What follows belongs to an exercise in optimizing a design on an open flow for small area, a short achievable clock period and few clock cycles; a production flow would make more cautious choices. Function was checked by simulation only, so behaviour that the tests miss may differ from the original.

## flow/run.sh

```bash
#!/bin/bash
# synth_recipe.tcl (not shown) runs the flow's synth.tcl, then flattens the netlist and writes it again
# the make line also repeats each setting of config.mk as NAME=value (left out here)
make -C /OpenROAD-flow-scripts/flow DESIGN_CONFIG=/design/flow/config.mk WORK_HOME=/design/flow/orfs CLKGATE_MAP_FILE= SYNTH_SCRIPT=/design/flow/synth_recipe.tcl finish
```

## flow/config.mk

```make
export PLATFORM = sky130hd
export DESIGN_NAME = go_to_point_steering_controller
export DESIGN_NICKNAME = go_to_point_steering_controller
export VERILOG_FILES = /design/flow/design.v
export SDC_FILE = /design/flow/constraint.sdc
export NUM_CORES = 4
export LEC_CHECK = 0
export CAP_MARGIN = 20
export CORE_MARGIN = 2
export CORE_UTILIZATION = 40
export SLEW_MARGIN = 20
```

## flow/constraint.sdc

```tcl
create_clock -name core_clock -period 12.0 [get_ports {clk}]
set_input_delay 2.4000 -clock core_clock [delete_from_list [all_inputs] [get_ports {clk}]]
set_output_delay 2.4000 -clock core_clock [all_outputs]
set_load 0.01 [all_outputs]
```

## flow/design.v

```verilog
package gtp_pkg;
    localparam int CFG_IDX_W  = 3;
    localparam int CFG_DATA_W = 16;
    typedef enum logic [1:0] {
        KIND_GOAL   = 2'd0,
        KIND_POSE   = 2'd1,
        KIND_TICK   = 2'd2,
        KIND_CANCEL = 2'd3
    } kind_t;
    typedef enum logic [2:0] {
        ST_RUNNING   = 3'd0,
        ST_ACCEPTED  = 3'd1,
        ST_REJECTED  = 3'd2,
        ST_SUCCEEDED = 3'd3,
        ST_CANCELED  = 3'd4,
        ST_ABORTED   = 3'd5,
        ST_IGNORED   = 3'd6,
        ST_WAITING   = 3'd7
    } status_t;
    typedef enum logic [2:0] {
        REG_ARRIVE_TOL  = 3'd0,
        REG_DEADBAND    = 3'd1,
        REG_GAIN        = 3'd2,
        REG_MAX_TURN    = 3'd3,
        REG_ALIGN       = 3'd4,
        REG_MIN_SPEED   = 3'd5,
        REG_MAX_SPEED   = 3'd6,
        REG_TIMEOUT     = 3'd7
    } reg_idx_t;
    typedef enum logic [3:0] {
        S_IDLE,
        S_PRE,
        S_ITER,
        S_MAG,
        S_ERR,
        S_WRAP,
        S_TURN,
        S_OUT0,
        S_OUT1
    } seq_state_t;
    localparam logic signed [33:0] PI_Q30 = 34'sd3373259426;
    localparam logic signed [33:0] HALF_PI_Q30 = 34'sd1686629713;
    localparam logic [15:0] INV_GAIN_Q16 = 16'd39797;
    localparam int CW = 28;
    localparam int ZW = 34;
    function automatic logic signed [ZW-1:0] atan_q30(input logic [4:0] i);
        logic signed [ZW-1:0] r;
        begin
            case (i)
                5'd0:  r = 34'sd843314857;
                5'd1:  r = 34'sd497837829;
                5'd2:  r = 34'sd263043837;
                5'd3:  r = 34'sd133525159;
                5'd4:  r = 34'sd67021687;
                5'd5:  r = 34'sd33543516;
                5'd6:  r = 34'sd16775851;
                5'd7:  r = 34'sd8388437;
                5'd8:  r = 34'sd4194283;
                5'd9:  r = 34'sd2097149;
                5'd10: r = 34'sd1048576;
                5'd11: r = 34'sd524288;
                5'd12: r = 34'sd262144;
                5'd13: r = 34'sd131072;
                5'd14: r = 34'sd65536;
                5'd15: r = 34'sd32768;
                5'd16: r = 34'sd16384;
                5'd17: r = 34'sd8192;
                5'd18: r = 34'sd4096;
                5'd19: r = 34'sd2048;
                default: r = '0;
            endcase
            atan_q30 = r;
        end
    endfunction
endpackage
module gtp_cordic #(
    parameter int STEPS = 14
) (
    input  logic                           clk,
    input  logic                           rst_n,
    input  logic                           start,
    input  logic signed [16:0]             dx,
    input  logic signed [16:0]             dy,
    output logic                           done,
    output logic signed [gtp_pkg::CW-1:0]  x_out,
    output logic signed [gtp_pkg::ZW-1:0]  z_out
);
    localparam int IW = $clog2(STEPS + 1);
    logic signed [gtp_pkg::CW-1:0] x_reg, y_reg, x_next, y_next;
    logic signed [gtp_pkg::ZW-1:0] z_reg, z_next;
    logic [IW-1:0] i_reg, i_next;
    logic busy_reg, busy_next;
    logic signed [gtp_pkg::CW-1:0] px, py, xs, ys;
    always_comb
    begin
        px = gtp_pkg::CW'(dx) <<< 8;
        py = gtp_pkg::CW'(dy) <<< 8;
        xs = x_reg >>> i_reg;
        ys = y_reg >>> i_reg;
        x_next = x_reg;
        y_next = y_reg;
        z_next = z_reg;
        i_next = i_reg;
        busy_next = busy_reg;
        if (start)
        begin
            i_next = '0;
            busy_next = (STEPS > 0);
            if (px < 0)
            begin
                if (py >= 0)
                begin
                    x_next = py; y_next = -px; z_next = gtp_pkg::HALF_PI_Q30;
                end
                else
                begin
                    x_next = -py; y_next = px; z_next = -gtp_pkg::HALF_PI_Q30;
                end
            end
            else
            begin
                x_next = px; y_next = py; z_next = '0;
            end
        end
        else if (busy_reg)
        begin
            if (y_reg > 0)
            begin
                x_next = x_reg + ys; y_next = y_reg - xs;
                z_next = z_reg + gtp_pkg::atan_q30(5'(i_reg));
            end
            else
            begin
                x_next = x_reg - ys; y_next = y_reg + xs;
                z_next = z_reg - gtp_pkg::atan_q30(5'(i_reg));
            end
            i_next = i_reg + 1'b1;
            if (i_reg == IW'(STEPS - 1))
                busy_next = 1'b0;
        end
    end
    always_ff @(posedge clk or negedge rst_n)
    begin
        if (!rst_n)
        begin
            busy_reg <= 1'b0;
            i_reg    <= '0;
        end
        else
        begin
            busy_reg <= busy_next;
            i_reg    <= i_next;
        end
    end
    always_ff @(posedge clk)
    begin
        x_reg <= x_next;
        y_reg <= y_next;
        z_reg <= z_next;
    end
    assign done  = busy_reg && !busy_next;
    assign x_out = x_next;
    assign z_out = z_next;
endmodule
module go_to_point_steering_controller #(
    parameter int FRAC_BITS    = 12,
    parameter int CORDIC_STEPS = 14
) (
    input  logic                              clk,
    input  logic                              rst_n,
    input  logic                              in_valid,
    output logic                              in_ready,
    input  logic [1:0]                        in_kind,
    input  logic signed [15:0]                in_waypoint_x,
    input  logic signed [15:0]                in_waypoint_y,
    input  logic signed [15:0]                in_pose_x,
    input  logic signed [15:0]                in_pose_y,
    input  logic signed [14:0]                in_pose_heading,
    output logic                              out_valid,
    input  logic                              out_ready,
    output logic [14:0]                       out_linear_speed,
    output logic signed [15:0]                out_turn_rate,
    output logic [16:0]                       out_distance,
    output logic [2:0]                        out_status,
    output logic                              out_last,
    input  logic                              cfg_we,
    input  logic [gtp_pkg::CFG_IDX_W-1:0]     cfg_index,
    input  logic [gtp_pkg::CFG_DATA_W-1:0]    cfg_data
);
    localparam int SH = 30 - FRAC_BITS;
    localparam logic signed [19:0] PI_Q = 20'((gtp_pkg::PI_Q30 + (34'sd1 <<< (SH-1))) >>> SH);
    localparam logic signed [19:0] TWO_PI_Q =
        20'((2 * gtp_pkg::PI_Q30 + (35'sd1 <<< (SH-1))) >>> SH);
    localparam longint LIM_RAW = (64'sd32 <<< FRAC_BITS) - 1;
    localparam logic [16:0] DIST_LIM = (LIM_RAW > 131071) ? 17'd131071 : 17'(LIM_RAW);
    logic [15:0] arrive_tol_reg, deadband_reg, gain_reg;
    logic [14:0] max_turn_reg, min_speed_reg, max_speed_reg;
    logic [13:0] align_reg;
    logic [7:0]  timeout_reg;
    always_ff @(posedge clk or negedge rst_n)
    begin
        if (!rst_n)
        begin
            arrive_tol_reg <= 16'd410;
            deadband_reg   <= 16'd205;
            gain_reg       <= 16'd16384;
            max_turn_reg   <= 15'd8192;
            align_reg      <= 14'd410;
            min_speed_reg  <= 15'd819;
            max_speed_reg  <= 15'd8192;
            timeout_reg    <= 8'd40;
        end
        else if (cfg_we)
        begin
            unique case (cfg_index)
                gtp_pkg::REG_ARRIVE_TOL: arrive_tol_reg <= cfg_data;
                gtp_pkg::REG_DEADBAND:   deadband_reg   <= cfg_data;
                gtp_pkg::REG_GAIN:       gain_reg       <= cfg_data;
                gtp_pkg::REG_MAX_TURN:   max_turn_reg   <= cfg_data[14:0];
                gtp_pkg::REG_ALIGN:      align_reg      <= cfg_data[13:0];
                gtp_pkg::REG_MIN_SPEED:  min_speed_reg  <= cfg_data[14:0];
                gtp_pkg::REG_MAX_SPEED:  max_speed_reg  <= cfg_data[14:0];
                gtp_pkg::REG_TIMEOUT:    timeout_reg    <= cfg_data[7:0];
                default: ;
            endcase
        end
    end
    gtp_pkg::seq_state_t state_reg, state_next;
    logic busy_reg, busy_next, seen_reg, seen_next;
    logic [7:0] wait_reg, wait_next;
    logic signed [15:0] gx_reg, gx_next, gy_reg, gy_next, rx_reg, rx_next, ry_reg, ry_next;
    logic signed [14:0] rh_reg, rh_next;
    logic signed [47:0] prod_reg, prod_next;    
    logic [16:0] dist_reg, dist_next;
    logic signed [19:0] err_reg, err_next;
    logic signed [15:0] turn_reg, turn_next;
    logic [14:0] lin_reg, lin_next;
    logic arrive_reg, arrive_next;
    logic ov_reg, ov_next;
    logic [14:0] olin_reg, olin_next;
    logic signed [15:0] oturn_reg, oturn_next;
    logic [16:0] odist_reg, odist_next;
    gtp_pkg::status_t ost_reg, ost_next;
    logic olast_reg, olast_next;
    logic cstart, cdone;
    logic signed [gtp_pkg::CW-1:0] cx;
    logic signed [gtp_pkg::ZW-1:0] cz;
    logic signed [16:0] dx, dy;
    assign dx = 17'(gx_reg) - 17'(rx_reg);
    assign dy = 17'(gy_reg) - 17'(ry_reg);
    gtp_cordic #(.STEPS(CORDIC_STEPS)) u_cordic (
        .clk(clk), .rst_n(rst_n), .start(cstart), .dx(dx), .dy(dy),
        .done(cdone), .x_out(cx), .z_out(cz)
    );
    logic in_fire, out_fire;
    assign in_fire  = in_valid && in_ready;
    assign out_fire = out_valid && out_ready;
    assign in_ready = (state_reg == gtp_pkg::S_IDLE) && !ov_reg;
    logic signed [47:0] mag_sh, ang_r, turn_r, mul_a, mul_b;
    logic mul_en;
    logic [7:0] wait_inc;
    logic signed [19:0] abs_err;
    logic signed [16:0] mt_s;
    always_comb
    begin
        state_next = state_reg;
        busy_next = busy_reg; seen_next = seen_reg; wait_next = wait_reg;
        gx_next = gx_reg; gy_next = gy_reg; rx_next = rx_reg; ry_next = ry_reg;
        rh_next = rh_reg;
        prod_next = prod_reg; dist_next = dist_reg; err_next = err_reg;
        turn_next = turn_reg; lin_next = lin_reg; arrive_next = arrive_reg;
        ov_next = ov_reg && !out_fire;
        olin_next = olin_reg; oturn_next = oturn_reg; odist_next = odist_reg;
        ost_next = ost_reg; olast_next = olast_reg;
        cstart = 1'b0;
        wait_inc = (wait_reg == 8'd255) ? wait_reg : wait_reg + 8'd1;
        mul_a = '0; mul_b = '0; mul_en = 1'b0;
        mag_sh = '0; ang_r = '0; turn_r = '0;
        abs_err = (err_reg < 0) ? -err_reg : err_reg;
        mt_s = 17'(max_turn_reg);
        unique case (state_reg)
            gtp_pkg::S_IDLE:
            begin
                if (in_fire)
                begin
                    olin_next = '0; oturn_next = '0; odist_next = '0; olast_next = 1'b1;
                    unique case (in_kind)
                        gtp_pkg::KIND_POSE:
                        begin
                            rx_next = in_pose_x; ry_next = in_pose_y;
                            rh_next = in_pose_heading; seen_next = 1'b1;
                        end
                        gtp_pkg::KIND_GOAL:
                        begin
                            ov_next = 1'b1;
                            if (busy_reg)
                                ost_next = gtp_pkg::ST_REJECTED;
                            else
                            begin
                                gx_next = in_waypoint_x; gy_next = in_waypoint_y;
                                busy_next = 1'b1; wait_next = '0;
                                ost_next = gtp_pkg::ST_ACCEPTED;
                            end
                        end
                        gtp_pkg::KIND_CANCEL:
                        begin
                            ov_next = 1'b1;
                            ost_next = busy_reg ? gtp_pkg::ST_CANCELED : gtp_pkg::ST_IGNORED;
                            busy_next = 1'b0;
                        end
                        default:
                        begin
                            if (!busy_reg)
                            begin
                                ov_next = 1'b1; ost_next = gtp_pkg::ST_IGNORED;
                            end
                            else if (!seen_reg)
                            begin
                                ov_next = 1'b1; wait_next = wait_inc;
                                if (wait_inc >= timeout_reg)
                                begin
                                    busy_next = 1'b0; ost_next = gtp_pkg::ST_ABORTED;
                                end
                                else
                                    ost_next = gtp_pkg::ST_WAITING;
                            end
                            else
                                state_next = gtp_pkg::S_PRE;
                        end
                    endcase
                end
            end
            gtp_pkg::S_PRE:
            begin
                cstart = 1'b1;
                state_next = gtp_pkg::S_ITER;
            end
            gtp_pkg::S_ITER:
            begin
                if (cdone)
                begin
                    ang_r = 48'(cz) + (48'sd1 <<< (SH-1));
                    err_next = 20'(ang_r >>> SH) - 20'(rh_reg);
                    mul_a = 48'(cx); mul_b = 48'(gtp_pkg::INV_GAIN_Q16);
                    mul_en = 1'b1;
                    state_next = gtp_pkg::S_MAG;
                end
            end
            gtp_pkg::S_MAG:
            begin
                mag_sh = (prod_reg + 48'sd8388608) >>> 24;
                dist_next = (mag_sh > 48'(DIST_LIM)) ? DIST_LIM : 17'(mag_sh);
                state_next = gtp_pkg::S_WRAP;
            end
            gtp_pkg::S_WRAP:
            begin
                if (err_reg > PI_Q)
                    err_next = err_reg - TWO_PI_Q;
                else if (err_reg < -PI_Q)
                    err_next = err_reg + TWO_PI_Q;
                if (err_next > PI_Q || err_next < -PI_Q)
                    state_next = gtp_pkg::S_WRAP;
                else
                    state_next = gtp_pkg::S_ERR;
            end
            gtp_pkg::S_ERR:
            begin
                mul_a = 48'(err_reg); mul_b = 48'(gain_reg);
                mul_en = 1'b1;
                state_next = gtp_pkg::S_TURN;
            end
            gtp_pkg::S_TURN:
            begin
                turn_r = (prod_reg + (48'sd1 <<< (FRAC_BITS-1))) >>> FRAC_BITS;
                turn_next = '0; lin_next = '0;
                if (dist_reg > 17'(deadband_reg))
                begin
                    if (turn_r > 48'(mt_s)) turn_next = 16'(mt_s);
                    else if (turn_r < -(48'(mt_s))) turn_next = -(16'(mt_s));
                    else turn_next = 16'(turn_r);
                    if (abs_err < 20'(align_reg))
                    begin
                        if (dist_reg < 17'(min_speed_reg)) lin_next = min_speed_reg;
                        else if (dist_reg > 17'(max_speed_reg)) lin_next = max_speed_reg;
                        else lin_next = 15'(dist_reg);
                        if (lin_next > max_speed_reg) lin_next = max_speed_reg;
                    end
                end
                arrive_next = dist_reg < 17'(arrive_tol_reg);
                state_next = gtp_pkg::S_OUT0;
            end
            gtp_pkg::S_OUT0:
            begin
                if (!ov_reg)
                begin
                    ov_next = 1'b1;
                    olin_next = lin_reg; oturn_next = turn_reg; odist_next = dist_reg;
                    ost_next = gtp_pkg::ST_RUNNING; olast_next = !arrive_reg;
                    state_next = arrive_reg ? gtp_pkg::S_OUT1 : gtp_pkg::S_IDLE;
                end
            end
            gtp_pkg::S_OUT1:
            begin
                if (!ov_reg || out_fire)
                begin
                    ov_next = 1'b1;
                    olin_next = '0; oturn_next = '0; odist_next = dist_reg;
                    ost_next = gtp_pkg::ST_SUCCEEDED; olast_next = 1'b1;
                    busy_next = 1'b0;
                    state_next = gtp_pkg::S_IDLE;
                end
            end
            default: state_next = gtp_pkg::S_IDLE;
        endcase
        if (mul_en)
            prod_next = 48'(mul_a * mul_b);
    end
    always_ff @(posedge clk or negedge rst_n)
    begin
        if (!rst_n)
        begin
            state_reg <= gtp_pkg::S_IDLE;
            busy_reg <= 1'b0; seen_reg <= 1'b0; wait_reg <= '0;
            gx_reg <= '0; gy_reg <= '0; rx_reg <= '0; ry_reg <= '0; rh_reg <= '0;
            ov_reg <= 1'b0;
        end
        else
        begin
            state_reg <= state_next;
            busy_reg <= busy_next; seen_reg <= seen_next; wait_reg <= wait_next;
            gx_reg <= gx_next; gy_reg <= gy_next; rx_reg <= rx_next; ry_reg <= ry_next;
            rh_reg <= rh_next;
            ov_reg <= ov_next;
        end
    end
    always_ff @(posedge clk)
    begin
        prod_reg <= prod_next; dist_reg <= dist_next; err_reg <= err_next;
        turn_reg <= turn_next; lin_reg <= lin_next; arrive_reg <= arrive_next;
        olin_reg <= olin_next; oturn_reg <= oturn_next; odist_reg <= odist_next;
        ost_reg <= ost_next; olast_reg <= olast_next;
    end
    assign out_valid        = ov_reg;
    assign out_linear_speed = olin_reg;
    assign out_turn_rate    = oturn_reg;
    assign out_distance     = odist_reg;
    assign out_status       = ost_reg;
    assign out_last         = olast_reg;
endmodule
```

==> notes.md <==
* Detailed-route via count at 44.6k
* CTS root buf: clkbuf_16
* Reg2reg path depth at 42
* Post-synthesis sequential area ratio at 22.9%
* Filler Cells Inserted at 13.0k
* CTS tree: yes
* Hold Path Stages at 1
* Status: complete, no violations
* GRT Overall Usage at 23.9%
* Crit share post-route at 95.6%
* Crit. End Element: flop
* R2R Path Start: u_cordic.i_reg[0]
* Io pins at 159
* RSZ-0062 raised after global routing: no
* Crit path time final at 11.47 ns
* Most common cell in the netlist: inv_1
* Number of synthesis warnings at 2
* Worst-Skew Late Latency at 0.66 ns
* DRC Markers at 0
* Die Y at 372 µm
* Commonest cells post-synth: 767 x inv_1, 623 x nand2_1, 502 x nor2_1
* Worst path slowest cell: a22oi_1
* TritonRoute pass-1 iters at 6
* Synth Cell Area at 0.0541 mm²
* Pins over their slew limit at 0
* Layout cells sized above 1 at 9.62%
* Post-Synthesis Cells at 6051
* EDFF count, synth at 203
* Post-route ant nets at 0
* Num CTS Buffers at 55
* Worst-path maximum fanout at 6
* First-pass GRT wire length at 258000 µm
* Dpl hpwl at 131000 µm
* Area grow syn2layout at 10.5%
* CP Launch Type: flop
* Number of global-route vias before repair at 44.7k
* Number of DRC markers in iteration 0 at 3645
* Worst slew pin tran at 1.15 ns
* Placer Congestion at 0.939
* Fin util at 44.7%
* Core ar. at 0.134 mm²
* WL/cell at 20.8 µm
* Die Width at 372 µm
* Clk sinks at 462
* Avg Inst Size Synth at 8.94 µm²
* Starting density of the core at 40.4%
* Worst-path clk slew at 0.06 ns
* Via density at 5.62
* Port buffer count at 158
* Crit path DAT at 11.86 ns
* Relative slew slack at 22.5%
* Die area at 0.138 mm²
* Clock tree buffer depth at 3
* Dominant cells by area after synthesis: fa_1 16%, edfxtp_1 11%, ha_1 10%
* Final TNS setup at 0 ns
* Highest cell delay on the worst timing path at 0.63 ns
* Largest net degree at the start of global routing at 84
* Max_cap viols at 0
* Total global routing overflow at 0
* Asr flop ratio synth at 46.3%
* Num rows at 134
* H-tree depth at 2
* #FFs+latches synth at 462
* Drt total wl at 165000 µm
* Crit path from: u_cordic.i_reg[0]
* Fmax achieved at 87.2 MHz
* Main synth FF type: edfxtp_1
* Syn Nets at 7023
* Final setup viols at 0
* Max reg flops at 37
* Final net count at 7093
* Synth top area share at 15.7%
* Setup CP Type: reg2reg
* Critical Path RT at 12.39 ns
* Synth cell types at 119
* Antenna violations before repair at 1
* Worst Hold Class: reg2reg
* Cell taking the most area after synthesis: fa_1
* Hold path start: ry_reg[3]
* Final Skew at 0.0317 ns
* Fin. Hold Viols at 0
## metrics by stage
step	worst slack, ns	hold slack (ns)	instances	instance area [µm²]
after floorplan	0.982	0.472	6051	54100
after global placement	0.147	0.488	7821	57700
after detailed placement	0.0363	0.494	7821	57700
after CTS	0.0941	0.507	7923	59500
after global routing	0.00281	0.522	7934	59700
final	0.530	0.506	7935	59700
## critical path, delay by kind of cell, from the launching register on
kind	cells	cell delay (ns)
fa+ha+maj	8	3.91
mux	3	1.00
xor+xnor	2	0.38
flops	1	0.47
simple gates	6	1.43
buf+inv	6	0.46
compound gates	17	3.54
## logic make-up (layout without fill, tap and decap cells)
| group | after synthesis | count (layout) | synth area share, % |
|---|---|---|---|
| compound gates | 1140 | 1140 | 13.7 |
| mux | 361 | 361 | 8.34 |
| xor+xnor | 372 | 372 | 6.04 |
| fa+ha+maj | 874 | 874 | 26.1 |
| buf+inv | 1042 | 1157 | 7.46 |
| flops | 462 | 462 | 22.9 |
| other cells | 0 | 1 | 0 |
| simple gates | 1800 | 1800 | 15.4 |
## final timing paths
kind / slack (ns) / endpoint
min: 0.51 / ry_reg[3]
min in group asynchronous: 1.76 / rx_reg[4]
max in group asynchronous: 8.22 / deadband_reg[3]
max: 0.53 / prod_reg[34]
max reg2reg: 0.53 / prod_reg[34]
min reg2reg: 0.51 / ry_reg[3]
## timing repair
action                                  4_1_cts  5_1_grt
hold buffers                                  0        0
resized for setup                             1       25
pin swaps                                     0        2
endpoints found under the setup margin        1       14
buffers inserted                              0        9
## layout by cell type (no fill, tap or decap), types with 15 or more instances in the layout
master	Yosys	routed
o21ai_0	243	243
a21o_1	110	110
o211ai_1	37	37
mux2i_1	128	123
nand4_1	52	52
and3_1	52	52
nor3_1	100	95
or3_1	19	19
nor2_1	502	497
o22ai_1	22	22
a211oi_1	46	46
o31ai_1	22	19
o21bai_1	20	20
clkdlybuf4s50_1	0	157
o21a_1	56	56
clkbuf_16	0	59
ha_1	443	443
buf_4	6	111
nand2_1	623	621
a22o_1	18	15
dfrtp_1	188	183
xnor2_1	239	238
mux4_2	53	53
dfxtp_1	45	45
a31oi_1	40	40
a22oi_1	18	18
nor4_1	42	42
dfstp_2	26	26
nor2b_1	74	74
inv_1	767	767
xor2_1	132	132
nand2b_1	72	71
edfxtp_1	203	203
a21oi_1	321	315
and2_1	64	63
fa_1	424	424
nand3_1	126	126
mux2_2	176	176
## layer usage
metal | part of all wire (%) | vias to the layer above | global-route usage (%)
met1 | 43 | 22000 | 31.6
met2 | 46 | 1506 | 39.6
met5 | 0 | - | 0
met4 | 4.1 | 0 | 8.84
met3 | 6.6 | 311 | 3.43
li1 | - | 20800 | -
## cell type report
class / count / area [µm²] / area share (%)
clock inverter: 24 / 211 / 0.354
clock buffer: 78 / 1630 / 2.72
antenna: 1 / 2.50 / 0.00419
inverter: 779 / 2930 / 4.90
timing repair buffer: 276 / 2530 / 4.24
sequential: 462 / 12400 / 20.7
tap: 1768 / 2210 / 3.70
multi-input combinational: 4547 / 37800 / 63.3
Testbench counts, summed over its fixed seeds: cycles 19,593.

-- what the ideal ports hide --
Ports are ideal in the flow. The routed layout listed here was re-timed in OpenROAD.
Step 1 (the two cells are an assumption about what drives the block):
set clk [get_ports {clk}]
set_driving_cell -lib_cell sky130_fd_sc_hd__clkbuf_16 $clk
set_driving_cell -lib_cell sky130_fd_sc_hd__buf_2 [delete_from_list [all_inputs] $clk]
Step 2 adds t to the input delays and takes it off the output delays; t is the mean of the earliest and latest rising clock arrival at the registers after step 1. Input paths then give back, and output paths get back, about the clock's delay inside the block.
Three values: ideal ports, drivers, drivers and shift; two values: the first two.
shift t [ns]: 0.724
setup WS [ns]: 0.530 / 0.530 / 0.530
worst setup path at the end: register to register
slew at the worst register clock pin (ns): 0.07 / 0.07
pins driven straight from the clock port: 1
After both steps this run still meets setup and hold. The setup slack of this run moves by 0.000 ns with the drivers and by 0.000 ns with both steps.
